From an optimization exercise on the open Yosys and OpenROAD flow, aimed at small area, a short achievable clock period and few clock cycles; shortcuts taken in it are not production practice.
Only simulation tests tie the RTL to the original design; equivalence was not proved.

==> amber <==
==> flow/design.v (excerpt) <==
module qpsk_carrier_recovery_loop
#(
    parameter int SAMPLE_WIDTH = 16
)
(
    input  logic                           clk,
    input  logic                           rst_n,
    input  logic                           in_valid,
    output logic                           in_stall,
    input  logic                           opcode,
    input  logic signed [SAMPLE_WIDTH-1:0] sample_re,
    input  logic signed [SAMPLE_WIDTH-1:0] sample_im,
    input  logic signed [SAMPLE_WIDTH-1:0] cosample_im,
    output logic                           out_valid,
    input  logic                           out_stall,
    output logic signed [SAMPLE_WIDTH-1:0] mixed_re,
    output logic signed [SAMPLE_WIDTH-1:0] mixed_im,
    output logic signed [31:0]             freq_estimate,
    output logic                           locked,
    output logic                           locked_once,
    input  logic                           cfg_write,
    input  logic [1:0]                     cfg_index,
    input  logic [31:0]                    cfg_data
);
    function automatic logic [4:0] booth8(input logic [3:0] b);
        logic c1, c0, cm, neg;
        neg = b[3] & ~(b[2] & b[1] & b[0]);
        c1 = b[2] ^ b[3];
        c0 = b[1] ^ b[3];
        cm = b[0] ^ b[3];
        booth8 = {neg,
                  c1 & c0 & cm,
                  c1 & (c0 ^ cm),
                  (~c1 & c0 & cm) | (c1 & ~c0 & ~cm),
                  ~c1 & (c0 ^ cm)};
    endfunction
    function automatic logic [29:0] booth8x6(input logic [18:0] x);
        logic [4:0] d;
  ...
clock: 12.0 ns
lec_check: 0
cap_margin: 20
core_margin: 2
core_utilization: 50
cts_buf_list: sky130_fd_sc_hd__clkbuf_8 sky130_fd_sc_hd__clkbuf_16
cts_cluster_diameter: 80
cts_cluster_size: 25
place_density: 0.7
setup_slack_margin: 5
slew_margin: 20
synth_memory_max_bits: 32768
run.sh (not shown) runs the stock make flow with config.mk's settings and CLKGATE_MAP_FILE= SYNTH_SCRIPT=/design/flow/synth_recipe.tcl, a recipe that flattens the netlist after the stock synthesis.
==> tundra (differences from amber) <==
- CORE_UTILIZATION: 50 -> 60
- CTS_BUF_LIST: sky130_fd_sc_hd__clkbuf_8 sky130_fd_sc_hd__clkbuf_16 -> not set
- CTS_CLUSTER_DIAMETER: 80 -> not set
- CTS_CLUSTER_SIZE: 25 -> not set
- PLACE_DENSITY: 0.7 -> 0.75
==> quartz (differences from amber) <==
--- a/flow/design.v
+++ b/flow/design.v
@@ -2306,15 +2306,20 @@
         .sweep_on   (!lock_next),
         .sweep_down (sweep_down_reg),
         .f          (f0)
     );
     assign lim_s = $signed({4'd0, oqpsk_reg ? {1'b0, limit_reg[29:1]} : limit_reg});
-    assign f_ge = f04 >= lim_s;
-    assign f_gt = f04 > lim_s;
-    assign f_le = f04 <= -lim_s;
-    assign f_lt = f04 < -lim_s;
-    assign f_new = f_gt ? 32'(lim_s) : (f_lt ? 32'(-lim_s) : f04[31:0]);
+    logic signed [34:0] f_ml, f_pl;
+    logic signed [31:0] nlim;
+    assign f_ml = {f04[33], f04} - {1'b0, lim_s};
+    assign f_pl = {f04[33], f04} + {1'b0, lim_s};
+    assign nlim = 32'd0 - lim_s[31:0];
+    assign f_ge = !f_ml[34];
+    assign f_gt = !f_ml[34] && (f_ml != 35'sd0);
+    assign f_lt = f_pl[34];
+    assign f_le = f_pl[34] || (f_pl == 35'sd0);
+    assign f_new = f_gt ? 32'(lim_s) : (f_lt ? nlim : f04[31:0]);
     always_ff @(posedge clk or negedge rst_n)
     begin
         if (!rst_n)
         begin
             freq_reg <= '0;
- CTS_BUF_LIST: sky130_fd_sc_hd__clkbuf_8 sky130_fd_sc_hd__clkbuf_16 -> not set
- CTS_CLUSTER_DIAMETER: 80 -> not set
- CTS_CLUSTER_SIZE: 25 -> not set
==> summary.txt <==
Status
  – Outcome: complete, no violations

Finish
  – Seq area share: 24.7%
  – Inverter count: 1372
  – Clock buf count: 76

GRT
  – Initial antenna violation count: 20

Die
  – Number of well taps: 2788

STA
  – Slew of the pin with the lowest slew margin: 1150 ps
  – Max-Slew Margin vs Limit: 22.6%

Yosys
  – Xor and xnor area share after synthesis: 10.2%

Critical path
  – Crit path DAT: 4440 ps
Source of the figures above: amber

==> summary.txt <==
Status
  – Outcome: complete, no violations

Finish
  – Inverter count: 1352
  – Clock buf count: 131

GRT
  – Initial antenna violation count: 10

STA
  – Max-Slew Margin vs Limit: 21.1%

Critical path
  – Crit path DAT: 4490 ps

Min path
  – Worst Hold Launch: ab3[1]

Die
  – Core Region: 0.210 mm2
  – Number of well taps: 2805
Source of the figures above: quartz

==> summary.txt <==
GRT
  – Vias in the first global route: 83400
  – Initial antenna violation count: 21

Die
  – Number of well taps: 2310

Critical path
  – Crit path DAT: 4500 ps

STA
  – Slew of the pin with the lowest slew margin: 1160 ps
  – Max-Slew Margin vs Limit: 22.5%

Status
  – Outcome: complete, no violations

Finish
  – Seq area share: 24.6%

Routing
  – Avg WL per Cell: 25.2 um
Source of the figures above: tundra

Testbench counts of amber, summed over its fixed seeds: cycles 3,264.
Testbench counts of tundra, summed over its fixed seeds: cycles 3,264.
Testbench counts of quartz, summed over its fixed seeds: cycles 3,264.

---

==> job 6133 <==
Starting RTL as in the previous note.
==> flow/design.v (excerpt) <==
module qpsk_carrier_recovery_loop
#(
    parameter int SAMPLE_WIDTH = 16
)
(
    input  logic                           clk,
    input  logic                           rst_n,
    input  logic                           in_valid,
    output logic                           in_stall,
    input  logic                           opcode,
    input  logic signed [SAMPLE_WIDTH-1:0] sample_re,
    input  logic signed [SAMPLE_WIDTH-1:0] sample_im,
    input  logic signed [SAMPLE_WIDTH-1:0] cosample_im,
    output logic                           out_valid,
    input  logic                           out_stall,
    output logic signed [SAMPLE_WIDTH-1:0] mixed_re,
    output logic signed [SAMPLE_WIDTH-1:0] mixed_im,
    output logic signed [31:0]             freq_estimate,
    output logic                           locked,
    output logic                           locked_once,
    input  logic                           cfg_write,
    input  logic [1:0]                     cfg_index,
    input  logic [31:0]                    cfg_data
);
clock: 12.0 ns
lec_check: 0
cap_margin: 10
core_margin: 2
core_utilization: 50
cts_buf_list: sky130_fd_sc_hd__clkbuf_8 sky130_fd_sc_hd__clkbuf_16
cts_cluster_diameter: 80
cts_cluster_size: 25
place_density: 0.7
setup_slack_margin: 5
slew_margin: 10
synth_memory_max_bits: 32768
==> job 4139 (differences from job 6133) <==
--- a/flow/design.v
+++ b/flow/design.v
@@ -2305,17 +2305,22 @@
         .dfr        (dfr3),
         .sweep_on   (!lock_next),
         .sweep_down (sweep_down_reg),
         .f          (f0)
     );
     assign lim_s = $signed({4'd0, oqpsk_reg ? {1'b0, limit_reg[29:1]} : limit_reg});
-    assign f_ge = f04 >= lim_s;
-    assign f_gt = f04 > lim_s;
-    assign f_le = f04 <= -lim_s;
-    assign f_lt = f04 < -lim_s;
-    assign f_new = f_gt ? 32'(lim_s) : (f_lt ? 32'(-lim_s) : f04[31:0]);
+    logic signed [34:0] f_ml, f_pl;
+    logic signed [31:0] nlim;
+    assign f_ml = {f04[33], f04} - {1'b0, lim_s};
+    assign f_pl = {f04[33], f04} + {1'b0, lim_s};
+    assign nlim = 32'd0 - lim_s[31:0];
+    assign f_ge = !f_ml[34];
+    assign f_gt = !f_ml[34] && (f_ml != 35'sd0);
+    assign f_lt = f_pl[34];
+    assign f_le = f_pl[34] || (f_pl == 35'sd0);
+    assign f_new = f_gt ? 32'(lim_s) : (f_lt ? nlim : f04[31:0]);
     always_ff @(posedge clk or negedge rst_n)
     begin
         if (!rst_n)
         begin
             freq_reg <= '0;
             freq_prev <= '0;
CAP_MARGIN = 20   (was 10)
SLEW_MARGIN = 20   (was 10)
==> summary of the runs <==
Of job 4139 and job 6133, job 4139 has the higher cell count (gap 2.3%, measured against job 6133). In job 4139 the setup slack is worse than in job 6133, by 0.057 ns. Worst hold slack: job 4139 is lower than job 6133 (0.0041 ns). Of job 6133 and job 4139, job 6133 has the higher register-to-register slack (gap 0.14 ns).
Testbench counts of job 6133, summed over its fixed seeds: cycles 3,264.
Testbench counts of job 4139, summed over its fixed seeds: cycles 3,264.

-- static timing again, ports no longer ideal --
The flow's constraints put no driver on any port. The routed layouts listed below were extracted and timed again, unchanged, in two steps. Step 1 (the two cells are an assumption about what drives the block):
set clk [get_ports {clk}]
set_driving_cell -lib_cell sky130_fd_sc_hd__clkbuf_16 $clk
set_driving_cell -lib_cell sky130_fd_sc_hd__buf_2 [delete_from_list [all_inputs] $clk]
Step 2 moves the port delays by t, midway between the first and last clock arrival at a register: inputs arrive t later, outputs are due t later. That takes back most of the time a late clock gives input paths. a / b / c = no drivers / after step 1 / after step 2; a / b = the first two.
| run | t, ns | setup slack, ns | worst slew at a driven data input, ns |
|---|---|---|---|
| amber | 0.839 | 5.155 / 5.119 / 5.077 | 0.07 |
| tundra | 0.860 | 5.100 / 5.066 / 4.959 | 0.07 |
| quartz | 0.855 | 5.115 / 5.092 / 4.790 | 0.09 |
| job 6133 | 0.837 | 5.146 / 5.118 / 5.020 | 0.07 |
| job 4139 | 0.841 | 5.089 / 5.089 / 4.776 | 0.08 |
After both steps every run listed still meets setup and hold. The setup slack of quartz, which loses most, moves by -0.023 ns with the drivers and by -0.325 ns with both steps.
